Background: an optimization exercise with open tools, aiming at small area, a short achievable clock period and few clock cycles per item. Do not read the settings as production practice. No functional check of the RTL was part of any run shown here. No activity file was given, so power comes from the tool's default toggle rates.

$ cat config.mk
export PLATFORM = sky130hd
export DESIGN_NAME = positional_list_insert_delete_unit
export DESIGN_NICKNAME = positional_list_insert_delete_unit
export VERILOG_FILES = /design/flow/design.v
export SDC_FILE = /design/flow/constraint.sdc
export NUM_CORES = 4
export LEC_CHECK = 0
export CAP_MARGIN = 20
export CORE_MARGIN = 2
export CORE_UTILIZATION = 40
export SETUP_SLACK_MARGIN = 2.2
export SLEW_MARGIN = 20
$ cat constraint.sdc
create_clock -name core_clock -period 4.2 [get_ports {clk}]
set_input_delay 0.8400 -clock core_clock [delete_from_list [all_inputs] [get_ports {clk}]]
set_output_delay 0.8400 -clock core_clock [all_outputs]
set_load 0.01 [all_outputs]
$ cat design.v
`timescale 1ns / 1ps
`default_nettype none
package plid_pkg;
  localparam int CAPACITY = 16;
  localparam int DATA_W   = 32;
  localparam int POS_W    = 5;
  localparam int OCNT_W   = 5;
  localparam int SLOT_W   = $clog2(CAPACITY);
  localparam int CNT_W    = $clog2(CAPACITY + 1);
  localparam logic [1:0] CMD_APPEND = 2'd0;
  localparam logic [1:0] CMD_INSERT = 2'd1;
  localparam logic [1:0] CMD_DELETE = 2'd2;
  localparam logic [1:0] CMD_DUMP   = 2'd3;
  localparam logic [1:0] STAT_OK    = 2'd0;
  localparam logic [1:0] STAT_FULL  = 2'd1;
  localparam logic [1:0] STAT_RANGE = 2'd2;
  typedef struct packed {
    logic [1:0]               cmd;
    logic signed [DATA_W-1:0] elem_value;
    logic [POS_W-1:0]         position;
  } plid_in_t;
  typedef struct packed {
    logic [1:0]               status;
    logic signed [DATA_W-1:0] elem_out;
    logic [OCNT_W-1:0]        count_now;
    logic                     last;
  } plid_out_t;
endpackage
`default_nettype wire
`timescale 1ns / 1ps
`default_nettype none
module plid_cell (
  input  wire logic                               clk,
  input  wire logic                               we,
  input  wire logic signed [plid_pkg::DATA_W-1:0] wdata,
  output logic signed [plid_pkg::DATA_W-1:0]      q
);
  logic signed [plid_pkg::DATA_W-1:0] val_r;
  always_ff @(posedge clk) begin
    if (we) val_r <= wdata;
  end
  assign q = val_r;
endmodule
`default_nettype wire
`timescale 1ns / 1ps
`default_nettype none
module positional_list_insert_delete_unit (
  input  wire logic               clk,
  input  wire logic               rst_n,
  input  wire logic               in_valid,
  output logic                    in_ready,
  input  wire logic [38:0]        in_data,
  output logic                    out_valid,
  input  wire logic               out_ready,
  output logic [39:0]             out_data
);
  localparam int N  = plid_pkg::CAPACITY;
  localparam int SW = plid_pkg::SLOT_W;
  localparam int CW = plid_pkg::CNT_W;
  localparam int OW = plid_pkg::OCNT_W;
  plid_pkg::plid_in_t in_pkt;
  assign in_pkt = in_data;
  logic [CW-1:0]                      cnt_r, cnt_nxt;
  logic [SW-1:0]                      ptr_r [N];
  logic signed [plid_pkg::DATA_W-1:0] mem_q [N];
  logic                               rdy_r;      
  logic                               dmp_r;      
  logic [SW-1:0]                      didx_r;     
  logic [SW-1:0]                      rs_r;       
  logic                               sk_v_r;     
  logic [1:0]                         sk_st_r;
  logic [OW-1:0]                      sk_cnt_r;
  logic                               out_valid_r;
  plid_pkg::plid_out_t                out_r;
  logic                slot_free, acc, full, empty;
  logic                is_app, is_ins, is_del, is_dmp, dmp_elems;
  logic                ins_ok, del_ok, pos_le_cnt, pos_lt_cnt;
  logic [N-1:0]        ins_gt, ins_eq, del_ge;
  logic [1:0]          stat;
  logic [CW-1:0]       eff_pos;
  logic [SW-1:0]       rd_slot, del_slot;
  logic                emit, take_cmd, load_sk, last_emit;
  logic                dmp_nxt, sk_v_nxt;
  always_comb begin
    slot_free  = !out_valid_r || out_ready;
    acc        = in_valid && rdy_r;
    full       = cnt_r[CW-1];
    empty      = cnt_r == '0;
    is_app     = in_pkt.cmd == plid_pkg::CMD_APPEND;
    is_ins     = in_pkt.cmd == plid_pkg::CMD_INSERT;
    is_del     = in_pkt.cmd == plid_pkg::CMD_DELETE;
    is_dmp     = in_pkt.cmd == plid_pkg::CMD_DUMP;
    pos_le_cnt = in_pkt.position <= cnt_r;
    pos_lt_cnt = in_pkt.position < cnt_r;
    ins_ok     = acc && !full && (is_app || (is_ins && pos_le_cnt));
    del_ok     = acc && is_del && pos_lt_cnt;
    eff_pos    = is_app ? cnt_r : in_pkt.position;
    for (int i = 0; i < N; i++) begin
      ins_gt[i] = CW'(i) > eff_pos;
      ins_eq[i] = CW'(i) == eff_pos;
      del_ge[i] = plid_pkg::POS_W'(i) >= in_pkt.position;
    end
    del_slot   = ptr_r[in_pkt.position[SW-1:0]];
    stat = plid_pkg::STAT_OK;
    if (is_app || is_ins) begin
      if (full) stat = plid_pkg::STAT_FULL;
      else if (!is_app && !pos_le_cnt) stat = plid_pkg::STAT_RANGE;
    end else if (is_del) begin
      if (!pos_lt_cnt) stat = plid_pkg::STAT_RANGE;
    end else begin
      if (empty) stat = plid_pkg::STAT_RANGE;
    end
    cnt_nxt = cnt_r;
    if (ins_ok) cnt_nxt = cnt_r + 1'b1;
    if (del_ok) cnt_nxt = cnt_r - 1'b1;
    dmp_elems = is_dmp && !empty;
    rd_slot   = dmp_r ? rs_r : ptr_r[0];
    last_emit = CW'(didx_r) + 1'b1 == cnt_r;
    emit      = slot_free && dmp_r;
    take_cmd  = slot_free && acc;
    load_sk   = !slot_free && acc && !dmp_elems;
    sk_v_nxt  = (sk_v_r && !slot_free) || load_sk;
    dmp_nxt   = (dmp_r && !(emit && last_emit)) ||
                (acc && dmp_elems && (!slot_free || cnt_r != CW'(1)));
  end
  always_ff @(posedge clk) begin
    if (!rst_n) begin
      cnt_r       <= '0;
      dmp_r       <= 1'b0;
      sk_v_r      <= 1'b0;
      rdy_r       <= 1'b1;
      out_valid_r <= 1'b0;
    end else begin
      cnt_r       <= cnt_nxt;
      dmp_r       <= dmp_nxt;
      sk_v_r      <= sk_v_nxt;
      rdy_r       <= !dmp_nxt && !sk_v_nxt;
      out_valid_r <= !slot_free || sk_v_r || dmp_r || acc;
    end
  end
  always_ff @(posedge clk) begin
    if (load_sk) begin
      sk_st_r  <= stat;
      sk_cnt_r <= OW'(cnt_nxt);
    end
  end
  always_ff @(posedge clk) begin
    if (slot_free) begin
      if (sk_v_r) begin
        out_r.status    <= sk_st_r;
        out_r.elem_out  <= '0;
        out_r.count_now <= sk_cnt_r;
        out_r.last      <= 1'b1;
      end else if (dmp_r) begin
        out_r.status    <= plid_pkg::STAT_OK;
        out_r.elem_out  <= mem_q[rd_slot];
        out_r.count_now <= OW'(cnt_r);
        out_r.last      <= last_emit;
      end else if (acc) begin
        out_r.status    <= stat;
        out_r.elem_out  <= dmp_elems ? mem_q[rd_slot] : '0;
        out_r.count_now <= OW'(cnt_nxt);
        out_r.last      <= !dmp_elems || cnt_r == CW'(1);
      end
    end
  end
  always_ff @(posedge clk) begin
    if (emit) begin
      didx_r <= didx_r + 1'b1;
      rs_r   <= ptr_r[didx_r + 1'b1];
    end else if (acc) begin
      didx_r <= slot_free ? SW'(1) : SW'(0);
      rs_r   <= slot_free ? ptr_r[1] : ptr_r[0];
    end
  end
  always_ff @(posedge clk) begin
    for (int i = 0; i < N; i++) begin
      if (!rst_n) begin
        ptr_r[i] <= SW'(i);
      end else if (ins_ok) begin
        if (ins_gt[i]) ptr_r[i] <= ptr_r[(i + N - 1) % N];
        else if (ins_eq[i]) ptr_r[i] <= ptr_r[N-1];
      end else if (del_ok) begin
        if (del_ge[i]) ptr_r[i] <= (i == N - 1) ? del_slot : ptr_r[(i + 1) % N];
      end
    end
  end
  for (genvar g = 0; g < N; g++) begin : g_slot
    plid_cell u_cell (
      .clk   (clk),
      .we    (!full && ptr_r[N-1] == SW'(g)),
      .wdata (in_pkt.elem_value),
      .q     (mem_q[g])
    );
  end
  assign in_ready  = rdy_r;
  assign out_valid = out_valid_r;
  assign out_data  = out_r;
endmodule
`default_nettype wire
$ cat run.sh
#!/bin/bash
# synth_recipe.tcl (not shown) runs the flow's synth.tcl, then flattens the netlist and writes it again
# the make line also repeats each setting of config.mk as NAME=value (left out here)
make -C /OpenROAD-flow-scripts/flow DESIGN_CONFIG=/design/flow/config.mk WORK_HOME=/design/flow/orfs CLKGATE_MAP_FILE= SYNTH_SCRIPT=/design/flow/synth_recipe.tcl finish
==> flow_summary.ini, run 1 <==
[worst_setup_path]
r2r_slack_ps = 1630
regToRegEndpoint = ptr_r[5][0]
worst_ep_arrival_time_ps = 3060
crit_fanout = 6
ff2ff_path_depth = 13
cp-start-kind = input pin
crit_required_ps = 4680
end_kind = flop
path_class = in -> reg
r2r_start = cnt_r[2]

[place]
io_buffer_count = 84
place_ws_ps = 384.0
hpwlAfterDp_um = 50580
placed_cell_area_um2 = 29690
gp_congestion = 0.9474

[sta]
min_period_over_period_pct = 61.35
min_period_ps = 2577
finalWorstSetupSlack_ps = 1623
setup_tns_ps = 0
fmax_mhz = 388.1
final_hold_viol_count = 0
skew_ps = 21.00
maxSlewHeadroom_pct = 53.27
rsz0062_at_grt = yes
final_max_slew_viol_count = 0
setup_viol = 0
tightest_slew_ps = 698.8

[hold_path]
worstHoldEndpoint = ptr_r[7][3]
min_from = ptr_r[7][3]
holdCritPathClass = reg -> reg
holdPathStages = 2

[grt]
grt_overflow = 0
grt_max_degree = 48
first_global_vias = 20400
grt_pass1_wl_um = 140500
track_usage_pct = 27.36
antenna_found_initial = 2

[layout]
fill_cells = 5320
diodes = 0
multiInputGateArea_um2 = 10010
num-nets-final = 2434
regArea_um2 = 18530
area_growth_pct = 33.73
finalInstanceArea_um2 = 36320
drive_above_1_share_pct = 34.50

[drt]
dr.pass1.iters = 9
antenna_left = 0
detail_route.wirelength_um = 99150
drc = 0
detail_route.wl_per_cell_um = 30.08
vias_per_cell = 6.471
vias = 21330
drt_iter0_markers = 3136

[synthesis]
synth_common_cells = 567 x edfxtp_1, 186 x nor2_1, 116 x a21oi_1, 111 x a22oi_1, 92 x nand2_1
ys.flop_type = edfxtp_1
synthArstFlopShare_pct = 0
ys_warn_count = 5
yosys.cell_count.top_type = edfxtp_1
yosysUniqueCellTypes = 92
syn_nets = 2074
synth_edf_count = 567
synth.avg_cell_area_um2 = 13.46
synth.ff_latch_count = 640
netlist_instances = 2017
yosysTopAreaCell = edfxtp_1
synth_top_area_share_pct = 62.69
ys_top_cells_by_area = edfxtp_1 63%, dfxtp_1 5.4%, a22oi_1 3.1%, a222oi_1 2.6%, nor2_1 2.6%
yosysSeqAreaShare_pct = 68.07
synth.cell_area_um2 = 27160

[clock_network]
worstSkewPairLatency_ps = 610
cts_tree = done
cts.clk_slew.worst_paths_ps = 60
clock-root-buffer = clkbuf_16
tritoncts.num_buffers = 67
h-tree-depth = 3
cts_sinks = 640
cts_hold_buf = 0
clk_path_buf_depth = 3

[outcome]
status = no timing/DRC/antenna violations

[die]
initial_core_util_pct = 40.44
fp.dieW_um = 264.6
ioPinCount = 85
die_h_um = 264.6
fp-row-count = 95
die_area_um2 = 70000
core_area_um2 = 67160

[power]
swShare_pct = 24.36
p_comb_share_pct = 12.3
p_seq_share_pct = 49.0
power_mw = 14.64
vdd_drop_max_mv = 0.2625
p_int_mw = 11.08
cellPowerDensity_nw_per_um2 = 403.2
p_clk_share_pct = 38.7
p_sw_mw = 3.567
leakage_nw = 12.39

[run]
cap_violations = 0
## worst max-delay path by stage
stage	slack, ps	start	depth (start not counted)	to
floorplan	1560	in_data[4]	8	out_r[1]
global placement	460	in_data[4]	10	ptr_r[13][1]
detailed placement	380	in_data[4]	10	ptr_r[13][1]
CTS	1700	cnt_r[2]	11	out_r[4]
global route	1590	cnt_r[2]	13	ptr_r[5][0]
finish	1620	in_data[3]	12	ptr_r[5][0]
## worst max-delay path, stage by stage
cell and delay, ps:
dlygate4sd2_1 310, ha_4 300, nand4_1 160, o221ai_4 250, buf_6 140, a21oi_4 70
buf_8 160, buf_8 140, buf_16 150, nor2_1 190, a211oi_1 110, a211o_1 240
## repair_timing
action / in CTS / in global routing
setup endpoints to repair: 614 / 300
gates cloned: 29 / 8
pin swaps: 129 / 133
setup buffers: 185 / 64
endpoints found under the hold margin: 0 / 0
resized for setup: 468 / 190
## power groups by stage
stage          combinational [mW]  sequential, mW  clock (mW)
3_3_place_gp                 1.21            7.32           0
6_report                     1.80            7.18        5.66
4_1_cts                      1.58            7.17        5.73
2_1_floorplan               0.723            7.29           0
3_5_place_dp                 1.23            7.32           0
5_1_grt                      1.87            7.18        6.00
## cells in the final DEF, fill, tap and decap left out, drive strengths merged, types with 21 or more instances in the layout
master / synthesis / routed
a211o: 21 / 21
a211oi: 32 / 32
a21oi: 118 / 118
a222oi: 70 / 70
a22oi: 112 / 112
a31oi: 24 / 24
buf: 67 / 381
clkbuf: 89 / 96
clkdlybuf4s50: 0 / 34
clkinv: 4 / 25
dfxtp: 73 / 73
edfxtp: 567 / 567
inv: 23 / 23
mux2i: 41 / 41
nand2: 92 / 92
nand3: 47 / 47
nor2: 186 / 186
nor3: 28 / 28
o21ai: 86 / 86
o22ai: 38 / 38
or2: 10 / 24
## through the flow
stage	util, %	std cells	hold slack [ps]
3_3_place_gp	44.21	2895	504.5
3_5_place_dp	44.21	2895	509.4
4_1_cts	51.81	3224	515.7
5_1_grt	54.08	3296	540.2
6_report	54.08	3296	533.2
2_1_floorplan	-	2017	463.9
## area by class of cell
type	instances	area share (%)
Clock buffer	87	4.906
Clock inverter	28	0.7372
Inverter	27	0.3411
Multi-Input combinational cell	1212	27.57
Sequential cell	640	51.01
Tap cell	873	3.007
Timing Repair Buffer	429	12.43
## registers in the layout, indices dropped and copies added (netlist names)
register             cells
rdy_r                    1
ptr_r                   64
didx_r                   4
out_r                   40
cnt_r                    5
sk_cnt_r                 5
sk_v_r                   1
sk_st_r                  2
g_slot.u_cell.val_r    512
dmp_r                    1
out_valid_r              1
rs_r                     4
## kinds of logic (layout without fill, tap and decap cells)
kind of cell             after synthesis  after routing  share of synthesized area (%)
AO/OA/AOI/OAI                        653            656                          17.71
XOR/XNOR                              13             14                         0.4699
adder cells (fa/ha/maj)               14             14                         0.6450
buffers and inverters                183            571                          2.824
flip-flops                           640            640                          68.07
multiplexers                          62             62                          2.423
AND/OR/NAND/NOR                      452            466                          7.855
## per-layer routing
layer	wire [um]	track usage (%)	part of all wire [%]	vias up
met5	26	0	0.026	-
met4	4202	11.35	4.2	4
met3	11170	5.843	11	281
met2	45290	42.46	46	1404
met1	38460	37.44	39	10740
li1	-	-	-	8902
==> run 2: changes to the inputs <==
--- a/design.v
+++ b/design.v
@@ -66,7 +66,7 @@
   logic                               rdy_r;      
   logic                               dmp_r;      
   logic [SW-1:0]                      didx_r;     
-  logic [SW-1:0]                      rs_r;       
+  logic [N-1:0]                       rs_oh_r;    
   logic                               sk_v_r;     
   logic [1:0]                         sk_st_r;
   logic [OW-1:0]                      sk_cnt_r;
@@ -78,7 +78,8 @@
   logic [N-1:0]        ins_gt, ins_eq, del_ge;
   logic [1:0]          stat;
   logic [CW-1:0]       eff_pos;
-  logic [SW-1:0]       rd_slot, del_slot;
+  logic [SW-1:0]       del_slot, head_nxt;
+  logic signed [plid_pkg::DATA_W-1:0] rd_val;
   logic                emit, take_cmd, load_sk, last_emit;
   logic                dmp_nxt, sk_v_nxt;
   always_comb begin
@@ -114,7 +115,11 @@
     if (ins_ok) cnt_nxt = cnt_r + 1'b1;
     if (del_ok) cnt_nxt = cnt_r - 1'b1;
     dmp_elems = is_dmp && !empty;
-    rd_slot   = dmp_r ? rs_r : ptr_r[0];
+    rd_val    = '0;
+    for (int i = 0; i < N; i++) rd_val |= {plid_pkg::DATA_W{rs_oh_r[i]}} & mem_q[i];
+    head_nxt  = ptr_r[0];
+    if (ins_ok && ins_eq[0]) head_nxt = ptr_r[N-1];
+    else if (del_ok && del_ge[0]) head_nxt = ptr_r[1];
     last_emit = CW'(didx_r) + 1'b1 == cnt_r;
     emit      = slot_free && dmp_r;
     take_cmd  = slot_free && acc;
@@ -153,12 +158,12 @@
         out_r.last      <= 1'b1;
       end else if (dmp_r) begin
         out_r.status    <= plid_pkg::STAT_OK;
-        out_r.elem_out  <= mem_q[rd_slot];
+        out_r.elem_out  <= rd_val;
         out_r.count_now <= OW'(cnt_r);
         out_r.last      <= last_emit;
       end else if (acc) begin
         out_r.status    <= stat;
-        out_r.elem_out  <= dmp_elems ? mem_q[rd_slot] : '0;
+        out_r.elem_out  <= dmp_elems ? rd_val : '0;
         out_r.count_now <= OW'(cnt_nxt);
         out_r.last      <= !dmp_elems || cnt_r == CW'(1);
       end
@@ -167,10 +172,21 @@
   always_ff @(posedge clk) begin
     if (emit) begin
       didx_r <= didx_r + 1'b1;
-      rs_r   <= ptr_r[didx_r + 1'b1];
     end else if (acc) begin
       didx_r <= slot_free ? SW'(1) : SW'(0);
-      rs_r   <= slot_free ? ptr_r[1] : ptr_r[0];
+    end
+  end
+  always_ff @(posedge clk) begin
+    if (!rst_n) begin
+      rs_oh_r <= N'(1);
+    end else if (emit) begin
+      rs_oh_r <= last_emit ? N'(1) << ptr_r[0] : N'(1) << ptr_r[didx_r + 1'b1];
+    end else if (acc) begin
+      if (dmp_elems) begin
+        if (slot_free && cnt_r != CW'(1)) rs_oh_r <= N'(1) << ptr_r[1];
+      end else begin
+        rs_oh_r <= N'(1) << head_nxt;
+      end
     end
   end
   always_ff @(posedge clk) begin
==> run 2 against run 1 <==
  * Worst setup slack worse by 240 ps
  * Fmax is 8.6% lower
  * Clock skew is 11 ps higher
  * Worst hold slack worse by 3.4 ps
  * Non-clock buffer count is 127 lower
  * Combinational power is 9% lower
  * Critical path type is now reg -> reg
  * Largest cell class unchanged
  * Largest power group unchanged
==> flow_summary.ini, run 2 <==
[run]
cap_violations = 0

[clock_network]
cts.clk_slew.worst_paths_ps = 60
cts_tree = done
clock-root-buffer = clkbuf_16
clk_path_buf_depth = 3
cts_sinks = 652
h-tree-depth = 3
tritoncts.num_buffers = 68
cts_hold_buf = 0
worstSkewPairLatency_ps = 620

[synthesis]
yosysSeqAreaShare_pct = 69.97
netlist_instances = 1853
ys.flop_type = edfxtp_1
synth.cell_area_um2 = 26710
synth.avg_cell_area_um2 = 14.41
synthArstFlopShare_pct = 0
synth.ff_latch_count = 652
ys_top_cells_by_area = edfxtp_1 63%, dfxtp_1 6.7%, a22o_1 3.5%, a221oi_1 3.2%, mux2i_1 3.2%
yosysUniqueCellTypes = 83
syn_nets = 1909
synth_top_area_share_pct = 63.30
synth_edf_count = 563
synth_common_cells = 563 x edfxtp_1, 120 x nand2_1, 115 x clkbuf_1, 108 x a22o_1, 99 x a221oi_1
yosysTopAreaCell = edfxtp_1
ys_warn_count = 5
yosys.cell_count.top_type = edfxtp_1

[layout]
num-nets-final = 2140
final_core_util_pct = 51.37
reg.largest.list = g_slot.u_cell.val_r: 512 flops, ptr_r: 64 flops, out_r: 40 flops
fill_cells = 5303
layout.cells.non_filler = 2992
layout_common_cells = 563 x edfxtp_1, 133 x buf_4, 105 x a22o_1
drive_above_1_share_pct = 28.81
diodes = 0
multiInputGateArea_um2 = 8837
final_common_cell = edfxtp_1
largest_reg_flops = 512
top_register = g_slot.u_cell.val_r
area_growth_pct = 26.89
regArea_um2 = 18730

[sta]
min_period_ps = 2820
hold-worst-slack_ps = 529.8
finalWorstSetupSlack_ps = 1380
setup_viol = 0
maxSlewHeadroom_pct = 24.05
skew_ps = 32.40
min_period_over_period_pct = 67.14
tightest_slew_ps = 1139
setup_tns_ps = 0
rsz0062_at_grt = yes
final_hold_viol_count = 0
final_max_slew_viol_count = 0
fmax_mhz = 354.6

[grt]
grt_pass1_wl_um = 124200
first_global_vias = 18130
grt_max_degree = 47
grt_overflow = 0
antenna_found_initial = 2
track_usage_pct = 24.11

[power]
vdd_drop_max_mv = 0.2673
leakage_nw = 11.41
cellPowerDensity_nw_per_um2 = 440.0

[worst_setup_path]
path_class = reg -> reg
cp_common_cell = buf_6
slowest_stage = dfxtp_2
worst_ep_arrival_time_ps = 3180
crit_fanout = 5
timing.critical_path.cells = buf_6 > clkinvlp_4 > ha_4 > a21o_1 > a21oi_4 > buf_6 > buf_6 > buf_6 > a21oi_4 > nor2_4 > a41o_1 > nor2b_4 > xnor2_2 > mux2_2
cp-start-kind = flop
end_kind = flop
max_stage_delay_ps = 320
crit_required_ps = 4560

[drt]
vias_per_cell = 6.215
detail_route.wirelength_um = 84910
dr.pass1.iters = 7
drc = 0
detail_route.wl_per_cell_um = 28.38
antenna_left = 0
vias = 18600
drt_iter0_markers = 2219

[outcome]
status = no timing/DRC/antenna violations

[place]
io_buffer_count = 84
place_ws_ps = 257.1
gp_congestion = 0.9372
post-place-cells = 2733
hpwlAfterDp_um = 45980

[die]
fp.dieW_um = 262.4
die_area_um2 = 68860
initial_core_util_pct = 40.48
fp-row-count = 94
die_h_um = 262.4
ioPinCount = 85
core_area_um2 = 65980

[hold_path]
holdCritPathClass = reg -> reg
==> run 2: routing by layer <==
layer	up-vias	global-route usage (%)	routed length, um
met5	-	0	21
met4	4	7.207	2377
met3	170	4.132	6828
met2	848	39.23	40380
met1	9645	33.21	35300
li1	7928	-	-
==> run 2: layout make-up <==
class / instances / area share, %
Clock buffer: 86 / 5.401
Inverter: 14 / 0.2178
Tap cell: 864 / 3.190
Clock inverter: 28 / 0.9340
Multi-Input combinational cell: 1046 / 26.08
Sequential cell: 652 / 55.27
Timing Repair Buffer: 302 / 8.908
==> run 2: path summary, 6_finish.rpt <==
kind                from  endpoint  cells after the start  slack, ps
max             cnt_r[2]  out_r[4]                     14       1380
min reg2reg  sk_cnt_r[4]  out_r[5]                      2        530
min          sk_cnt_r[4]  out_r[5]                      2        530
max reg2reg     cnt_r[2]  out_r[4]                     14       1380
==> run 2: critical path: cells and delay by family (launching register included) <==
| family | cells | cell delay, ps |
|---|---|---|
| compound gates | 4 | 800 |
| xor+xnor | 1 | 60 |
| fa+ha+maj | 1 | 180 |
| buf+inv | 5 | 540 |
| flops | 1 | 320 |
| mux | 1 | 270 |
| simple gates | 2 | 400 |
==> run 2: timing repair <==
action	4_1_cts	5_1_grt
endpoints found under the hold margin	0	0
gates resized for setup	400	94
setup endpoints to repair	698	225
setup buffers	104	30
pin swaps	62	69
cloned	9	2
==> run 2: logic make-up after synthesis <==
group           count (synthesis)  share of synthesized area (%)
compound gates                559                          15.96
xor+xnor                       13                         0.4826
fa+ha+maj                      13                         0.6090
buf+inv                       155                          2.328
flops                         652                          69.97
mux                           106                          4.197
simple gates                  355                          6.451
==> run 2: power breakdown <==
group	switching (mW)	internal [mW]	leakage (nW)
logic	0.937	0.705	4.49
clock network	2.47	3.35	1.04
registers	0.175	7.27	5.89
==> run 2: stage by stage <==
stage,total power [mW],instance area (um2)
3_5_place_dp,8.806,29210
6_report,14.91,33890
2_1_floorplan,8.254,27410
4_1_cts,14.86,33210
3_3_place_gp,8.784,29210
5_1_grt,15.36,33890
==> run 3: changes to the inputs <==
--- a/design.v
+++ b/design.v
@@ -75,6 +75,8 @@
   logic                slot_free, acc, full, empty;
   logic                is_app, is_ins, is_del, is_dmp, dmp_elems;
   logic                ins_ok, del_ok, pos_le_cnt, pos_lt_cnt;
+  logic                ins_do, del_do;
+  logic [CW-1:0]       cnt_inc, cnt_dec;
   logic [N-1:0]        ins_gt, ins_eq, del_ge;
   logic [1:0]          stat;
   logic [CW-1:0]       eff_pos;
@@ -95,6 +97,8 @@
     pos_lt_cnt = in_pkt.position < cnt_r;
     ins_ok     = acc && !full && (is_app || (is_ins && pos_le_cnt));
     del_ok     = acc && is_del && pos_lt_cnt;
+    ins_do     = acc && !full && (is_app || is_ins);
+    del_do     = acc && is_del;
     eff_pos    = is_app ? cnt_r : in_pkt.position;
     for (int i = 0; i < N; i++) begin
       ins_gt[i] = CW'(i) > eff_pos;
@@ -111,15 +115,15 @@
     end else begin
       if (empty) stat = plid_pkg::STAT_RANGE;
     end
-    cnt_nxt = cnt_r;
-    if (ins_ok) cnt_nxt = cnt_r + 1'b1;
-    if (del_ok) cnt_nxt = cnt_r - 1'b1;
+    cnt_inc = cnt_r + 1'b1;
+    cnt_dec = cnt_r - 1'b1;
+    cnt_nxt = ins_ok ? cnt_inc : del_ok ? cnt_dec : cnt_r;
     dmp_elems = is_dmp && !empty;
     rd_val    = '0;
     for (int i = 0; i < N; i++) rd_val |= {plid_pkg::DATA_W{rs_oh_r[i]}} & mem_q[i];
     head_nxt  = ptr_r[0];
-    if (ins_ok && ins_eq[0]) head_nxt = ptr_r[N-1];
-    else if (del_ok && del_ge[0]) head_nxt = ptr_r[1];
+    if (ins_do && ins_eq[0]) head_nxt = ptr_r[N-1];
+    else if (del_do && del_ge[0]) head_nxt = ptr_r[1];
     last_emit = CW'(didx_r) + 1'b1 == cnt_r;
     emit      = slot_free && dmp_r;
     take_cmd  = slot_free && acc;
@@ -193,10 +197,10 @@
     for (int i = 0; i < N; i++) begin
       if (!rst_n) begin
         ptr_r[i] <= SW'(i);
-      end else if (ins_ok) begin
+      end else if (ins_do) begin
         if (ins_gt[i]) ptr_r[i] <= ptr_r[(i + N - 1) % N];
         else if (ins_eq[i]) ptr_r[i] <= ptr_r[N-1];
-      end else if (del_ok) begin
+      end else if (del_do) begin
         if (del_ge[i]) ptr_r[i] <= (i == N - 1) ? del_slot : ptr_r[(i + 1) % N];
       end
     end
==> run 3 against run 2 <==
  * Sequential share of layout area shrank 0.74 points
  * Critical path depth is 4 lower
  * Synthesized cell count is 1.7% higher
  * Power is 2.4% higher
  * Flip-flop and latch count unchanged
  * Cell count grew 2.4%
  * Combinational power increased by 12%
  * Worst hold slack lost 1.5 ps
  * Sequential power grew 1%
  * Fmax fell by 3.4%
  * Via count is 3.0% higher
  * Critical endpoint is now rs_oh_r[4]
==> flow_summary.ini, run 3 <==
[worst_setup_path]
regToRegEndpoint = rs_oh_r[4]
r2r_start = didx_r[1]
crit_fanout = 6
ff2ff_path_depth = 10
path_class = reg -> reg
r2r_slack_ps = 1280
end_kind = flop
crit_required_ps = 4710
crit_start = didx_r[1]
crit_path_end = rs_oh_r[4]
cp-start-kind = flop
worst_ep_arrival_time_ps = 3430

[layout]
top_register = g_slot.u_cell.val_r
final_common_cell = edfxtp_1
final_core_util_pct = 51.52
area_growth_pct = 28.00
layout_common_cells = 563 x edfxtp_1, 131 x buf_4, 109 x nand2_1
drive_above_1_share_pct = 29.27
fill_cells = 5473
largest_reg_flops = 512
multiInputGateArea_um2 = 9102
num-nets-final = 2196
layout.cells.non_filler = 3065
regArea_um2 = 18770
reg.largest.list = g_slot.u_cell.val_r: 512 flops, ptr_r: 64 flops, out_r: 40 flops

[drt]
detail_route.wl_per_cell_um = 28.63
wl_met3_um = 7585
drc = 0
vias_per_cell = 6.248
top_layer = met5
drt_iter0_markers = 2266
antenna_left = 0
vias = 19150
detail_route.wirelength_um = 87750
dr.pass1.iters = 6
wl_met2_um = 40920
m1WireLength_um = 36150

[place]
hpwlAfterDp_um = 47650
io_buffer_count = 84
gp_congestion = 0.9346
post-place-cells = 2778
place_ws_ps = 411.0

[grt]
track_usage_pct = 24.46
grt_pass1_wl_um = 125800
grt_overflow = 0
antenna_found_initial = 4
first_global_vias = 18600
grt_max_degree = 54

[die]
die_h_um = 263.3
core_area_um2 = 66800
fp-row-count = 95
initial_core_util_pct = 40.25
die_area_um2 = 69310
ioPinCount = 85
fp.dieW_um = 263.3

[clock_network]
clock-root-buffer = clkbuf_16
h-tree-depth = 3
cts.clk_slew.worst_paths_ps = 60
worstSkewPairLatency_ps = 630
tritoncts.num_buffers = 68
cts_tree = done
cts_sinks = 652
clk_path_buf_depth = 3

[sta]
final_hold_viol_count = 0
min_period_ps = 2919
final_max_slew_viol_count = 0
min_period_over_period_pct = 69.51
setup_tns_ps = 0
fmax_mhz = 342.5
tightest_slew_ps = 1088
finalWorstSetupSlack_ps = 1281
maxSlewHeadroom_pct = 27.44
setup_viol = 0
skew_ps = 35.58
rsz0062_at_grt = yes

[power]
p_int_mw = 11.41
leakage_nw = 11.64
cellPowerDensity_nw_per_um2 = 443.5
vdd_drop_max_mv = 0.3086
p_clk_share_pct = 38.6
p_comb_share_pct = 12.0
p_sw_mw = 3.854
swShare_pct = 25.25
p_seq_share_pct = 49.5

[synthesis]
synthArstFlopShare_pct = 0
netlist_instances = 1885
synth.ff_latch_count = 652
yosysTopAreaCell = edfxtp_1
synth_edf_count = 563
syn_nets = 1941
ys_top_cells_by_area = edfxtp_1 63%, dfxtp_1 6.6%, a22o_1 3.5%, a221oi_1 3.4%, mux2i_1 3.1%
synth_common_cells = 563 x edfxtp_1, 124 x nand2_1, 110 x clkbuf_1, 107 x a22o_1, 105 x a221oi_1
synth_top_area_share_pct = 62.88
yosysSeqAreaShare_pct = 69.51
ys.flop_type = edfxtp_1
ys_warn_count = 5
yosysUniqueCellTypes = 89
synth.cell_area_um2 = 26890
yosys.cell_count.top_type = edfxtp_1
synth.avg_cell_area_um2 = 14.26

[hold_path]
holdCritPathClass = reg -> reg

[run]
cap_violations = 0

[outcome]
status = no timing/DRC/antenna violations
## run 3: cell types whose count changed in the layout (fill, tap and decap cells not counted), sizes merged, moves of 7 or more
cell,previous run,this run
nor2,88,105
a22oi,83,75
mux2,18,11
buf,260,277
clkinv,19,26
o31ai,2,10
## run 3: how the worst min path moves through the flow
stage	slack, ps	cells after the start	from	to
after floorplan	470	2	ptr_r[10][0]	ptr_r[10][0]
after global placement	510	2	sk_cnt_r[1]	out_r[2]
after detailed placement	520	2	sk_cnt_r[1]	out_r[2]
after CTS	530	2	sk_cnt_r[1]	out_r[2]
after global routing	540	2	sk_cnt_r[1]	out_r[2]
final	530	2	sk_cnt_r[1]	out_r[2]
## run 3: final cells by class
cell class | count | area share, %
flip-flops and latches | 652 | 54.54
diodes | 2 | 0.01454
well taps | 873 | 3.174
clock inverters | 32 | 0.9416
inverters | 18 | 0.3018
multi-input cells | 1081 | 26.45
repair buffers | 319 | 9.158
clock buffers | 88 | 5.424
## run 3: repair_timing
item	in CTS	in global routing
cloned	5	5
pin swaps	88	69
resized for setup	475	81
setup endpoints to repair	727	500
hold buffers	0	0
setup buffers	124	31
## run 3: stage by stage
step / cell area (um2) / total power, mW / hold slack (ps)
floorplan: 27670 / 8.454 / 466.7
CTS: 33710 / 15.24 / 533.9
finish: 34420 / 15.26 / 528.3
detailed placement: 29540 / 9.075 / 518.1
global route: 34410 / 15.73 / 544.2
global placement: 29540 / 9.053 / 509.7
## run 3: cell families after synthesis
kind of cell,after synthesis,synth area share (%)
flops,652,69.51
compound gates,580,16.55
simple gates,375,6.613
buf+inv,154,2.304
mux,96,3.765
xor+xnor,15,0.6562
fa+ha+maj,13,0.6050
## run 3: metal layers
layer  track usage (%)  vias up
li1                  -     8143
met1             33.48     9771
met5                 0        -
met4             8.077        4
met2             39.29     1018
met3             4.752      214
## run 3: worst max-delay path, cell delays in order (launching register included)
cell	delay, ps
edfxtp_1	480
ha_4	280
xnor2_4	150
buf_12	150
buf_6	120
a221o_1	290
a221oi_4	340
o211a_1	270
a211o_1	260
nand3_2	130
o41ai_1	340
## run 3: power groups by stage
stage | Combinational (mW) | Sequential, mW | Clock (mW)
4_1_cts | 1.71 | 7.54 | 5.98
3_3_place_gp | 1.37 | 7.69 | 0
5_1_grt | 1.93 | 7.57 | 6.23
2_1_floorplan | 0.872 | 7.58 | 0
6_report | 1.83 | 7.55 | 5.89
3_5_place_dp | 1.38 | 7.69 | 0
==> run 4: changes to the inputs <==
--- a/config.mk
+++ b/config.mk
@@ -7,6 +7,6 @@
 export LEC_CHECK = 0
 export CAP_MARGIN = 20
 export CORE_MARGIN = 2
-export CORE_UTILIZATION = 40
+export CORE_UTILIZATION = 55
 export SETUP_SLACK_MARGIN = 2.2
 export SLEW_MARGIN = 20
==> run 4 against run 3 <==
  * Still clean on timing, DRC and antenna
  * Die area decreased by 27%
  * Clock power increased by 3%
  * Utilization increased by 18 points
  * Synthesized cell count unchanged
  * Worst hold slack got worse by 8.8 ps
  * Worst setup slack improved by 31 ps
  * Non-clock buffer count decreased by 22
  * Flip-flop and latch count unchanged
  * Synthesized area unchanged
  * Cell area decreased by 1.1%
  * Via count decreased by 0.24%
  * Register-to-register slack improved by 30 ps
  * Highest routed layer unchanged
==> flow_summary.ini, run 4 <==
[worst_setup_path]
slowest_stage = edfxtp_1
path_class = reg -> reg
timing.critical_path.cells = buf_4 > xnor2_4 > buf_12 > mux2_4 > a221oi_4 > o2111ai_2 > nor3_2 > buf_4 > o32ai_4 > o41ai_2
cp_common_cell = buf_4
crit_required_ps = 4700
end_kind = flop
cp.buffers_inverters = 3
max_stage_delay_ps = 500
crit_fanout = 5
cp-start-kind = flop
crit_family = compound AO/OA/AOI/OAI gates
worst_ep_arrival_time_ps = 3390

[die]
die_area_um2 = 50670
die_h_um = 225.1
fp-row-count = 81
core_area_um2 = 48650
fp.dieW_um = 225.1
ioPinCount = 85
initial_core_util_pct = 55.27

[sta]
fmax_mhz = 346.2
final_max_slew_viol_count = 0
maxSlewHeadroom_pct = 29.04
min_period_over_period_pct = 68.77
tightest_slew_ps = 1064
min_period_ps = 2888
skew_ps = 15.46
setup_tns_ps = 0
rsz0062_at_grt = yes
final_hold_viol_count = 0
setup_viol = 0

[clock_network]
clock-root-buffer = clkbuf_16
tritoncts.num_buffers = 69
h-tree-depth = 3
cts.clk_slew.worst_paths_ps = 60
worstSkewPairLatency_ps = 610
clk_path_buf_depth = 3
cts_sinks = 652
cts_tree = done

[synthesis]
yosys.cell_count.top_type = edfxtp_1
ys.flop_type = edfxtp_1
synthArstFlopShare_pct = 0
ys_top_cells_by_area = edfxtp_1 63%, dfxtp_1 6.6%, a22o_1 3.5%, a221oi_1 3.4%, mux2i_1 3.1%
netlist_instances = 1885
synth.avg_cell_area_um2 = 14.26
yosysTopAreaCell = edfxtp_1
synth_top_area_share_pct = 62.88
yosysSeqAreaShare_pct = 69.51
synth_common_cells = 563 x edfxtp_1, 124 x nand2_1, 110 x clkbuf_1, 107 x a22o_1, 105 x a221oi_1
synth_edf_count = 563
synth.ff_latch_count = 652
yosysUniqueCellTypes = 89
syn_nets = 1941
synth.cell_area_um2 = 26890
ys_warn_count = 5

[layout]
multiInputGateArea_um2 = 9133
finalInstanceArea_um2 = 34020
largest_reg_flops = 512
final_common_cell = edfxtp_1
reg.largest.list = g_slot.u_cell.val_r: 512 flops, ptr_r: 64 flops, out_r: 40 flops
drive_above_1_share_pct = 28.25
num-nets-final = 2173
layout.cells.non_filler = 2793
layout_common_cells = 563 x edfxtp_1, 115 x buf_4, 111 x nand2_1
area_growth_pct = 26.53
regArea_um2 = 18750
fill_cells = 3281
top_register = g_slot.u_cell.val_r

[drt]
vias = 19100
dr.pass1.iters = 5
detail_route.wirelength_um = 86740
drc = 0
detail_route.wl_per_cell_um = 31.06
drt_iter0_markers = 2078
vias_per_cell = 6.840
antenna_left = 0

[grt]
grt_overflow = 0
grt_pass1_wl_um = 123500
first_global_vias = 18050
track_usage_pct = 34.03
antenna_found_initial = 3
grt_max_degree = 48

[outcome]
status = no timing/DRC/antenna violations

[place]
gp_congestion = 0.9797
io_buffer_count = 84
post-place-cells = 2526
placed_cell_area_um2 = 29230
hpwlAfterDp_um = 47090

[power]
cellPowerDensity_nw_per_um2 = 455.2
vdd_drop_max_mv = 0.4611
leakage_nw = 11.59

[run]
cap_violations = 0

[hold_path]
holdCritPathClass = reg -> reg
[run 4: cell types whose count changed in the layout (fill, tap and decap cells not counted), sizes merged, moves of 2 or more]
cell | before | now
clkbuf | 93 | 91
clkdlybuf4s15 | 1 | 3
bufbuf | 2 | 4
buf | 277 | 256
inv | 20 | 17
clkinv | 26 | 28
bufinv | 2 | 5
[run 4: final cells by class]
type / count / area share, %
inverters: 18 / 0.3126
clock inverters: 34 / 1.055
flip-flops and latches: 652 / 55.11
repair buffers: 297 / 8.771
diodes: 1 / 0.007355
well taps: 622 / 2.288
multi-input cells: 1079 / 26.84
clock buffers: 90 / 5.616
[run 4: routing by layer]
metal  wire length (um)  GRT usage (%)
met5                 33              0
met4               2218          9.806
met3               9034          7.744
met2              39500          51.76
met1              35960          49.42
[run 4: per-stage QoR]
stage	util [%]	hold WS (ps)	power (mW)	setup slack, ps
3_3_place_gp	60.08	512.5	9.054	500.4
3_5_place_dp	60.08	501.6	9.075	438.4
5_1_grt	69.94	525.9	15.89	1235
4_1_cts	68.43	504.0	15.39	1414
6_report	69.94	519.4	15.49	1312
2_1_floorplan	-	466.7	8.454	1238
[run 4: cell families after synthesis]
| logic type | share of synthesized area [%] |
|---|---|
| simple gates | 6.613 |
| compound gates | 16.55 |
| fa+ha+maj | 0.6050 |
| xor+xnor | 0.6562 |
| flops | 69.51 |
| buf+inv | 2.304 |
| mux | 3.765 |
[run 4: worst reg2reg max path, cell delays in order, from the launching register on]
cell and delay (ps):
edfxtp_1 500, buf_4 210, xnor2_4 210, buf_12 150
mux2_4 310, a221oi_4 350, o2111ai_2 230, nor3_2 230
buf_4 170, o32ai_4 80, o41ai_2 350
[run 4: path summary, 6_finish.rpt]
| kind | from | end | slack [ps] | cells after the start |
|---|---|---|---|---|
| setup / recovery | didx_r[2] | rs_oh_r[0] | 1310 | 10 |
| hold / removal | sk_cnt_r[1] | out_r[2] | 520 | 2 |
| setup reg to reg | didx_r[2] | rs_oh_r[0] | 1310 | 10 |
| hold reg to reg | sk_cnt_r[1] | out_r[2] | 520 | 2 |
[run 4: where the power goes]
part | total, mW | internal, mW | switching, mW
registers | 7.56 | 7.34 | 0.221
clock network | 6.09 | 3.55 | 2.54
logic | 1.84 | 0.777 | 1.07
[run 4: what timing repair did]
action | in CTS | in global routing
cloned | 5 | 0
endpoints found under the hold margin | 0 | 0
setup buffers | 104 | 33
resized for setup | 429 | 118
hold buffers | 0 | 0
endpoints found under the setup margin | 735 | 322
pin swaps | 87 | 61
==> run 5: changes to the inputs <==
--- a/design.v
+++ b/design.v
@@ -65,7 +65,7 @@
   logic signed [plid_pkg::DATA_W-1:0] mem_q [N];
   logic                               rdy_r;      
   logic                               dmp_r;      
-  logic [SW-1:0]                      didx_r;     
+  logic [N:0]                         nx_oh_r;    
   logic [N-1:0]                       rs_oh_r;    
   logic                               sk_v_r;     
   logic [1:0]                         sk_st_r;
@@ -80,7 +80,7 @@
   logic [N-1:0]        ins_gt, ins_eq, del_ge;
   logic [1:0]          stat;
   logic [CW-1:0]       eff_pos;
-  logic [SW-1:0]       del_slot, head_nxt;
+  logic [SW-1:0]       del_slot, head_nxt, nx_slot;
   logic signed [plid_pkg::DATA_W-1:0] rd_val;
   logic                emit, take_cmd, load_sk, last_emit;
   logic                dmp_nxt, sk_v_nxt;
@@ -124,7 +124,10 @@
     head_nxt  = ptr_r[0];
     if (ins_do && ins_eq[0]) head_nxt = ptr_r[N-1];
     else if (del_do && del_ge[0]) head_nxt = ptr_r[1];
-    last_emit = CW'(didx_r) + 1'b1 == cnt_r;
+    last_emit = 1'b0;
+    nx_slot   = '0;
+    for (int i = 0; i <= N; i++) last_emit |= nx_oh_r[i] && cnt_r == CW'(i);
+    for (int i = 0; i < N; i++) nx_slot |= {SW{nx_oh_r[i]}} & ptr_r[i];
     emit      = slot_free && dmp_r;
     take_cmd  = slot_free && acc;
     load_sk   = !slot_free && acc && !dmp_elems;
@@ -175,16 +178,16 @@
   end
   always_ff @(posedge clk) begin
     if (emit) begin
-      didx_r <= didx_r + 1'b1;
+      nx_oh_r <= nx_oh_r << 1;
     end else if (acc) begin
-      didx_r <= slot_free ? SW'(1) : SW'(0);
+      nx_oh_r <= slot_free ? (N+1)'(4) : (N+1)'(2);
     end
   end
   always_ff @(posedge clk) begin
     if (!rst_n) begin
       rs_oh_r <= N'(1);
     end else if (emit) begin
-      rs_oh_r <= last_emit ? N'(1) << ptr_r[0] : N'(1) << ptr_r[didx_r + 1'b1];
+      rs_oh_r <= last_emit ? N'(1) << ptr_r[0] : N'(1) << nx_slot;
     end else if (acc) begin
       if (dmp_elems) begin
         if (slot_free && cnt_r != CW'(1)) rs_oh_r <= N'(1) << ptr_r[1];
--- a/config.mk
+++ b/config.mk
@@ -7,6 +7,6 @@
 export LEC_CHECK = 0
 export CAP_MARGIN = 20
 export CORE_MARGIN = 2
-export CORE_UTILIZATION = 55
+export CORE_UTILIZATION = 40
 export SETUP_SLACK_MARGIN = 2.2
 export SLEW_MARGIN = 20
==> run 5 against run 4 <==
  * Count of clock-buffer cells in the layout decreased by 3
  * Fmax increased by 2.7%
  * Routed wire length increased by 2.7%
  * Cell area increased by 1.5%
  * Worst hold slack improved by 7.2 ps
  * Sequential power increased by 2%
  * Synthesized cell count decreased by 1.0%
  * Global-route usage decreased by 9.4 points
==> flow_summary.ini, run 5 <==
[die]
initial_core_util_pct = 40.22
ioPinCount = 85
fp.dieW_um = 263.2
core_area_um2 = 66800
fp-row-count = 95
die_area_um2 = 69260
die_h_um = 263.2

[layout]
final_common_cell = edfxtp_1
layout_common_cells = 575 x edfxtp_1, 139 x buf_4, 102 x a22o_1
area_growth_pct = 28.54
reg.largest.list = g_slot.u_cell.val_r: 512 flops, ptr_r: 64 flops, out_r: 40 flops
largest_reg_flops = 512
layout.cells.non_filler = 3069
drive_above_1_share_pct = 28.96
diodes = 0
top_register = g_slot.u_cell.val_r
num-nets-final = 2191

[grt]
grtUsageMet3_pct = 4.387
track_usage_pct = 24.61
grt_pass1_wl_um = 126300
grt_max_degree = 54
first_global_vias = 18400
use_met2_pct = 40.04
grt_overflow = 0
grt-busiest-layer = met2
antenna_found_initial = 7
gr-usage-met1_pct = 33.89

[synthesis]
ys_warn_count = 5
yosysSeqAreaShare_pct = 70.89
synth_common_cells = 575 x edfxtp_1, 121 x nor2_1, 113 x clkbuf_1, 106 x a22o_1, 104 x a22oi_1
synth.avg_cell_area_um2 = 14.40
synth_top_area_share_pct = 64.26
syn_nets = 1920
ys_top_cells_by_area = edfxtp_1 64%, dfxtp_1 6.6%, a22o_1 3.5%, a221oi_1 3.2%, a22oi_1 2.9%
synth.cell_area_um2 = 26870
yosysUniqueCellTypes = 80
yosysTopAreaCell = edfxtp_1
yosys.cell_count.top_type = edfxtp_1
synth_edf_count = 575
synthArstFlopShare_pct = 0
synth.ff_latch_count = 664
netlist_instances = 1866
ys.flop_type = edfxtp_1

[power]
leakage_nw = 11.78
vdd_drop_max_mv = 0.3670
cellPowerDensity_nw_per_um2 = 450.7

[worst_setup_path]
path_class = reg -> reg
worst_ep_arrival_time_ps = 3340
cp-start-kind = flop
crit_required_ps = 4730
end_kind = flop
crit_fanout = 6

[sta]
maxSlewHeadroom_pct = 27.38
final_max_slew_viol_count = 0
fmax_mhz = 355.5
tightest_slew_ps = 1089
min_period_ps = 2813
rsz0062_at_grt = yes
skew_ps = 32.54
setup_viol = 0
setup_tns_ps = 0
min_period_over_period_pct = 66.98
final_hold_viol_count = 0

[clock_network]
clock-root-buffer = clkbuf_16
tritoncts.num_buffers = 71
cts.clk_slew.worst_paths_ps = 70
h-tree-depth = 3
worstSkewPairLatency_ps = 620
cts_sinks = 664
clk_path_buf_depth = 3
cts_tree = done

[drt]
drt_iter0_markers = 2209
drc = 0
dr.pass1.iters = 6
detail_route.wl_per_cell_um = 29.03
antenna_left = 0
vias = 19290
vias_per_cell = 6.284
detail_route.wirelength_um = 89090

[place]
gp_congestion = 0.9488
hpwlAfterDp_um = 46990
io_buffer_count = 84
post-place-cells = 2761

[run]
cap_violations = 0

[hold_path]
holdCritPathClass = reg -> reg

[outcome]
status = no timing/DRC/antenna violations
[run 5: layout make-up]
type,instances,area [um2]
Inverter,16,117.6
Multi-Input combinational cell,1058,8635
Timing Repair Buffer,326,3319
Clock buffer,87,1901
Fill cell,5484,32260
Sequential cell,664,19110
Tap cell,873,1092
Clock inverter,45,365.4
[run 5: timing repair]
action	4_1_cts	5_1_grt
endpoints found under the setup margin	727	269
cloned	6	5
pin swaps	74	79
hold buffers	0	0
resized for setup	459	137
setup buffers	109	56
[run 5: worst paths after layout]
kind	cells past startpoint	slack (ps)	startpoint	endpoint
worst min-delay path	2	530	sk_cnt_r[1]	out_r[2]
worst max-delay path	12	1390	cnt_r[1]	rs_oh_r[4]
worst min register to register	2	530	sk_cnt_r[1]	out_r[2]
worst max register to register	12	1390	cnt_r[1]	rs_oh_r[4]
[run 5: stage by stage]
stage	setup WS [ps]	power (mW)	utilization, %	hold WS (ps)	instance area (um2)
2_1_floorplan	1210	8.502	-	465.1	27460
3_3_place_gp	265.3	9.105	43.90	498.9	29320
3_5_place_dp	242.0	9.127	43.90	509.3	29320
4_1_cts	1484	15.44	50.24	524.5	33560
5_1_grt	1320	16.02	51.70	569.9	34540
6_report	1387	15.56	51.70	526.7	34540
[run 5: kinds of logic (layout without fill, tap and decap cells)]
logic type | Yosys count | in the layout | share of synthesized area, %
flops | 664 | 664 | 70.89
compound gates | 577 | 578 | 16.26
simple gates | 380 | 380 | 6.854
buf+inv | 145 | 474 | 2.109
mux | 83 | 83 | 3.176
fa+ha+maj | 11 | 11 | 0.5122
xor+xnor | 6 | 6 | 0.1956
[run 5: layer usage]
layer | vias to the layer above | routed length, um
met1 | 9971 | 36630
met3 | 214 | 7599
met2 | 990 | 42020
met5 | - | 83
met4 | 14 | 2754
li1 | 8098 | -
[run 5: where the power goes]
group / leakage (nW) / total [mW] / internal (mW) / switching (mW)
Sequential: 6.01 / 7.71 / 7.45 / 0.258
Clock: 1.10 / 6.08 / 3.49 / 2.59
Combinational: 4.67 / 1.77 / 0.781 / 0.991
Total: 11.8 / 15.6 / 11.7 / 3.84
[run 5: worst max-delay path, stage by stage, from the launching register on]
cell and delay, ps:
dfxtp_4 390, inv_8 70, ha_4 130, or4b_4 500, a32oi_4 290, o21ai_2 100
a211oi_2 360, nor4_4 100, buf_4 150, buf_6 110, nor3_4 250, nand3_1 130
a21oi_1 140
==> run 6: changes to the inputs <==
--- a/config.mk
+++ b/config.mk
@@ -5,6 +5,7 @@
 export SDC_FILE = /design/flow/constraint.sdc
 export NUM_CORES = 4
 export LEC_CHECK = 0
+export ABC_CLOCK_PERIOD_IN_PS = 1800
 export CAP_MARGIN = 20
 export CORE_MARGIN = 2
 export CORE_UTILIZATION = 40
==> run 6 against run 5 <==
  * Fmax unchanged
  * Via count did not move
  * Flip-flop and latch count stayed put
  * Routed wire length did not move
  * Global-route usage stayed put
  * Critical endpoint unchanged
  * Largest cell class unchanged
==> flow_summary.ini, run 6 <==
[sta]
min_period_ps = 2813
final_hold_viol_count = 0
rsz0062_at_grt = yes
setup_tns_ps = 0
fmax_mhz = 355.5
hold-worst-slack_ps = 526.7
finalWorstSetupSlack_ps = 1387
setup_viol = 0
maxSlewHeadroom_pct = 27.38
tightest_slew_ps = 1089
final_max_slew_viol_count = 0
skew_ps = 32.54
min_period_over_period_pct = 66.98

[synthesis]
ys_top_cells_by_area = edfxtp_1 64%, dfxtp_1 6.6%, a22o_1 3.5%, a221oi_1 3.2%, a22oi_1 2.9%
netlist_instances = 1866
yosysTopAreaCell = edfxtp_1
synthArstFlopShare_pct = 0
synth.avg_cell_area_um2 = 14.40
synth_common_cells = 575 x edfxtp_1, 121 x nor2_1, 113 x clkbuf_1, 106 x a22o_1, 104 x a22oi_1
ys_warn_count = 5
synth.cell_area_um2 = 26870
yosysSeqAreaShare_pct = 70.89
ys.flop_type = edfxtp_1
yosys.cell_count.top_type = edfxtp_1
synth_top_area_share_pct = 64.26
synth_edf_count = 575
yosysUniqueCellTypes = 80
syn_nets = 1920
synth.ff_latch_count = 664

[drt]
vias = 19290
detail_route.wirelength_um = 89090
antenna_left = 0
drc = 0
vias_per_cell = 6.284
detail_route.wl_per_cell_um = 29.03
drt_iter0_markers = 2209
dr.pass1.iters = 6

[worst_setup_path]
worst_ep_arrival_time_ps = 3340
cp-start-kind = flop
end_kind = flop
crit_fanout = 6
crit_required_ps = 4730
path_class = reg -> reg

[grt]
grt_overflow = 0
antenna_found_initial = 7
first_global_vias = 18400
grt_pass1_wl_um = 126300
grt_max_degree = 54
track_usage_pct = 24.61

[clock_network]
clock-root-buffer = clkbuf_16
h-tree-depth = 3
cts_tree = done
tritoncts.num_buffers = 71
cts.clk_slew.worst_paths_ps = 70
clk_path_buf_depth = 3
worstSkewPairLatency_ps = 620
cts_sinks = 664

[layout]
layout_common_cells = 575 x edfxtp_1, 139 x buf_4, 102 x a22o_1
top_register = g_slot.u_cell.val_r
reg.largest.list = g_slot.u_cell.val_r: 512 flops, ptr_r: 64 flops, out_r: 40 flops
num-nets-final = 2191
final_common_cell = edfxtp_1
finalInstanceArea_um2 = 34540
diodes = 0
final_core_util_pct = 51.70
area_growth_pct = 28.54
largest_reg_flops = 512
drive_above_1_share_pct = 28.96

[die]
initial_core_util_pct = 40.22
die_h_um = 263.2
ioPinCount = 85
die_area_um2 = 69260
fp.dieW_um = 263.2
fp-row-count = 95
core_area_um2 = 66800

[place]
placed_cell_area_um2 = 29320
io_buffer_count = 84
hpwlAfterDp_um = 46990
gp_congestion = 0.9488
place_ws_ps = 242.0

[hold_path]
holdCritPathClass = reg -> reg

[power]
cellPowerDensity_nw_per_um2 = 450.7
leakage_nw = 11.78
vdd_drop_max_mv = 0.3670

[outcome]
status = no timing/DRC/antenna violations

[run]
cap_violations = 0
-- run 6: routing by layer --
metal  GRT usage [%]  wire length, um
met2           40.04            42020
met5               0               83
met1           33.89            36630
met3           4.387             7599
met4           7.181             2754
-- run 6: per-stage QoR --
stage,power (mW),cells
CTS,15.44,3008
floorplan,8.502,1866
detailed placement,9.127,2761
finish,15.56,3069
global placement,9.105,2761
global route,16.02,3069
-- run 6: final cells by class --
cell class                 count  area (um2)
clock buffer                  87        1901
clock inverter                45       365.4
fill                        5484       32260
inverter                      16       117.6
multi-input combinational   1058        8635
sequential                   664       19110
tap                          873        1092
timing repair buffer         326        3319
-- run 6: worst paths after layout --
path | from | end | slack [ps] | cells past startpoint
worst min-delay path | sk_cnt_r[1] | out_r[2] | 530 | 2
worst max register to register | cnt_r[1] | rs_oh_r[4] | 1390 | 12
worst max-delay path | cnt_r[1] | rs_oh_r[4] | 1390 | 12
worst min register to register | sk_cnt_r[1] | out_r[2] | 530 | 2
-- run 6: worst max-delay path: stages, from the launching register on --
cell      delay [ps]
dfxtp_4          390
inv_8             70
ha_4             130
or4b_4           500
a32oi_4          290
o21ai_2          100
a211oi_2         360
nor4_4           100
buf_4            150
buf_6            110
nor3_4           250
nand3_1          130
a21oi_1          140
-- run 6: where the power goes --
group | internal, mW | switching [mW] | leakage [nW] | total [mW]
Combinational | 0.781 | 0.991 | 4.67 | 1.77
Sequential | 7.45 | 0.258 | 6.01 | 7.71
Clock | 3.49 | 2.59 | 1.10 | 6.08
-- run 6: repair_timing --
action,CTS,global route
buffers inserted,109,56
endpoints found under the setup margin,727,269
hold buffers,0,0
resized for setup,459,137
pin swaps,74,79
gates cloned,6,5
-- run 6: cell families (layout without fill, tap and decap cells) --
kind of cell,Yosys count,in the layout,share of synthesized area [%]
AOI/OAI and AO/OA,577,578,16.26
buffers and inverters,145,474,2.109
adders and majority gates,11,11,0.5122
xor gates and xnor gates,6,6,0.1956
muxes,83,83,3.176
DFF,664,664,70.89
and+or+nand+nor,380,380,6.854
==> run 7: changes to the inputs <==
--- a/config.mk
+++ b/config.mk
@@ -5,9 +5,9 @@
 export SDC_FILE = /design/flow/constraint.sdc
 export NUM_CORES = 4
 export LEC_CHECK = 0
-export ABC_CLOCK_PERIOD_IN_PS = 1800
 export CAP_MARGIN = 20
 export CORE_MARGIN = 2
 export CORE_UTILIZATION = 40
+export CTS_BUF_LIST = sky130_fd_sc_hd__clkbuf_4 sky130_fd_sc_hd__clkbuf_8
 export SETUP_SLACK_MARGIN = 2.2
 export SLEW_MARGIN = 20
==> run 7 against run 6 <==
  * Highest routed layer unchanged
  * Synthesized area stayed put
  * Non-clock buffer count is 33 lower
  * Clock power shrank 9.0%
  * Largest power group unchanged
  * Via count hardly changed
  * Flip-flop and latch count did not move
  * Critical path depth decreased by 1
  * Sequential power hardly changed
  * Worst hold slack about the same
==> flow_summary.ini, run 7 <==
[layout]
finalInstanceArea_um2 = 33970
fill_cells = 5570
num-nets-final = 2195
area_growth_pct = 26.43
drive_above_1_share_pct = 29.49
top_register = g_slot.u_cell.val_r
layout.cells.non_filler = 3104
layout_common_cells = 575 x edfxtp_1, 117 x buf_4, 112 x clkbuf_8
final_common_cell = edfxtp_1
reg.largest.list = g_slot.u_cell.val_r: 512 flops, ptr_r: 64 flops, out_r: 40 flops
largest_reg_flops = 512
final_core_util_pct = 50.85
diodes = 0

[place]
hpwlAfterDp_um = 46990
post-place-cells = 2761
gp_congestion = 0.9488
io_buffer_count = 84
placed_cell_area_um2 = 29320

[worst_setup_path]
ff2ff_path_depth = 11
r2r_start = cnt_r[0]
cp-start-kind = flop
cp.buffers_inverters = 2
timing.critical_path.cells = inv_8 > ha_4 > buf_4 > a222oi_1 > a21oi_1 > a22o_4 > and3_4 > nor4_4 > or3b_4 > a2bb2oi_2 > nor2_2
slowest_stage = dfxtp_4
path_class = reg -> reg
worst_ep_arrival_time_ps = 3450
crit_required_ps = 4850
r2r_slack_ps = 1400
crit_family = simple AND/OR/NAND/NOR gates
regToRegEndpoint = rs_oh_r[2]
end_kind = flop
crit_fanout = 5
max_stage_delay_ps = 440

[drt]
detail_route.wirelength_um = 87960
drc = 0
antenna_left = 0
dr.pass1.iters = 5
drt_iter0_markers = 2276
detail_route.wl_per_cell_um = 28.34
vias = 19290
vias_per_cell = 6.215

[synthesis]
synthArstFlopShare_pct = 0
ys_top_cells_by_area = edfxtp_1 64%, dfxtp_1 6.6%, a22o_1 3.5%, a221oi_1 3.2%, a22oi_1 2.9%
yosysSeqAreaShare_pct = 70.89
yosysTopAreaCell = edfxtp_1
synth.avg_cell_area_um2 = 14.40
netlist_instances = 1866
syn_nets = 1920
yosysUniqueCellTypes = 80
synth.ff_latch_count = 664
synth.cell_area_um2 = 26870
ys_warn_count = 5
ys.flop_type = edfxtp_1
synth_edf_count = 575
synth_top_area_share_pct = 64.26
yosys.cell_count.top_type = edfxtp_1
synth_common_cells = 575 x edfxtp_1, 121 x nor2_1, 113 x clkbuf_1, 106 x a22o_1, 104 x a22oi_1

[hold_path]
min_from = sk_cnt_r[1]
worstHoldEndpoint = out_r[2]
holdCritPathClass = reg -> reg
holdPathStages = 2

[clock_network]
clk_path_buf_depth = 3
tritoncts.num_buffers = 108
worstSkewPairLatency_ps = 720
cts_hold_buf = 0
cts.clk_slew.worst_paths_ps = 60
clock-root-buffer = clkbuf_8
h-tree-depth = 3
cts_tree = done
cts_sinks = 664

[grt]
grt_max_degree = 54
first_global_vias = 18780
grt_overflow = 0
track_usage_pct = 24.48
antenna_found_initial = 7
grt_pass1_wl_um = 126100

[sta]
final_hold_viol_count = 0
min_period_ps = 2801
fmax_mhz = 357.1
setup_tns_ps = 0
rsz0062_at_grt = yes
maxSlewHeadroom_pct = 29.53
tightest_slew_ps = 1057
setup_viol = 0
min_period_over_period_pct = 66.68
final_max_slew_viol_count = 0
skew_ps = 51.79
hold-worst-slack_ps = 526.7

[power]
leakage_nw = 11.61
vdd_drop_max_mv = 0.2692
cellPowerDensity_nw_per_um2 = 439.8

[die]
ioPinCount = 85
core_area_um2 = 66800
fp.dieW_um = 263.2
die_area_um2 = 69260
fp-row-count = 95
initial_core_util_pct = 40.22
die_h_um = 263.2

[outcome]
status = no timing/DRC/antenna violations

[run]
cap_violations = 0
-- run 7: how the worst max path moves through the flow --
| stage | from | end | slack, ps | cells past startpoint |
|---|---|---|---|---|
| floorplan | in_data[37] | rs_oh_r[2] | 1210 | 9 |
| global placement | in_data[38] | rs_oh_r[2] | 270 | 9 |
| detailed placement | in_data[38] | rs_oh_r[2] | 240 | 9 |
| CTS | cnt_r[1] | rs_oh_r[2] | 1470 | 10 |
| global route | cnt_r[1] | rs_oh_r[2] | 1350 | 10 |
| finish | cnt_r[0] | rs_oh_r[2] | 1400 | 11 |
-- run 7: timing repair --
action,4_1_cts,5_1_grt
gates cloned,6,2
resized for setup,446,88
pin swaps,73,51
setup endpoints to repair,726,265
setup buffers,86,49
-- run 7: worst reg2reg max path: stages, from the launching register on --
cell and delay, ps:
dfxtp_4 440, inv_8 60, ha_4 160, buf_4 140, a222oi_1 250, a21oi_1 130, a22o_4 260, and3_4 180
nor4_4 390, or3b_4 440, a2bb2oi_2 170, nor2_2 90
-- run 7: cell type report --
cell class                      count  area, um2  area share, %
Sequential cell                   664      19110          56.25
Tap cell                          873       1092          3.215
Inverter                           16      122.6         0.3610
Multi-Input combinational cell   1058       8537          25.13
Clock inverter                     43      260.3         0.7661
Clock buffer                      157       1879          5.532
Timing Repair Buffer              293       2970          8.744
-- run 7: per-stage QoR --
stage | total power [mW] | worst slack [ps]
final | 14.94 | 1399
after global placement | 9.105 | 265.3
after detailed placement | 9.127 | 242.0
after floorplan | 8.502 | 1210
after global routing | 15.43 | 1348
after CTS | 14.86 | 1474
-- run 7: report_power, final --
| group | leakage (nW) | internal (mW) | switching (mW) |
|---|---|---|---|
| Combinational | 4.46 | 0.737 | 0.962 |
| Sequential | 6.01 | 7.45 | 0.253 |
| Clock | 1.14 | 2.95 | 2.58 |
| Total | 11.6 | 11.1 | 3.80 |
-- run 7: logic make-up (layout without fill, tap and decap cells) --
| logic type | count (synthesis) | in the layout | share of synthesized area (%) |
|---|---|---|---|
| fa+ha+maj | 11 | 11 | 0.5122 |
| flops | 664 | 664 | 70.89 |
| simple gates | 380 | 380 | 6.854 |
| mux | 83 | 83 | 3.176 |
| buf+inv | 145 | 509 | 2.109 |
| compound gates | 577 | 578 | 16.26 |
| xor+xnor | 6 | 6 | 0.1956 |
-- run 7: layer usage --
layer | vias up | share of wire (%) | track usage, %
li1 | 8136 | - | -
met1 | 9932 | 41 | 33.72
met2 | 992 | 47 | 39.39
met3 | 218 | 8.7 | 4.275
met4 | 12 | 3.3 | 8.201
met5 | - | 0.081 | 0

==> separate check: timing with driven ports <==
The flow's constraints put no driver on any port. The routed layouts listed below were extracted and timed again, unchanged, in two steps. Step 1, drivers: a clkbuf_16 drives clk and a buf_2 each remaining input, both assumed. Step 2, shift: input delay + t, output delay - t, t = (earliest + latest rising clock arrival at the registers) / 2. This alone moves slack from input paths to output paths. a / b / c = ideal / step 1 / step 2; a / b = the first two.
run | shift t [ns] | setup slack, ns | slew at the worst register clock pin (ns) | worst data-port slew with drivers (ns) | pins driven straight from the clock port
run 1 | 0.665 | 1.623 / 1.633 / 1.005 | 0.06 / 0.06 | 0.15 | 1
run 2 | 0.669 | 1.380 / 1.380 / 0.817 | 0.06 / 0.06 | 0.09 | 1
run 3 | 0.675 | 1.281 / 1.281 / 0.785 | 0.06 / 0.06 | 0.10 | 1
run 4 | 0.662 | 1.312 / 1.312 / 0.897 | 0.06 / 0.06 | 0.11 | 1
run 5 | 0.670 | 1.387 / 1.387 / 0.915 | 0.07 / 0.07 | 0.13 | 1
run 6 | 0.670 | 1.387 / 1.387 / 0.915 | 0.07 / 0.07 | 0.13 | 1
run 7 | 0.762 | 1.399 / 1.399 / 0.760 | 0.06 / 0.06 | 0.13 | 1
After both steps setup and hold are still met in every run listed. The setup slack of run 7, which loses most, moves by 0.000 ns with the drivers and by -0.639 ns with both steps.
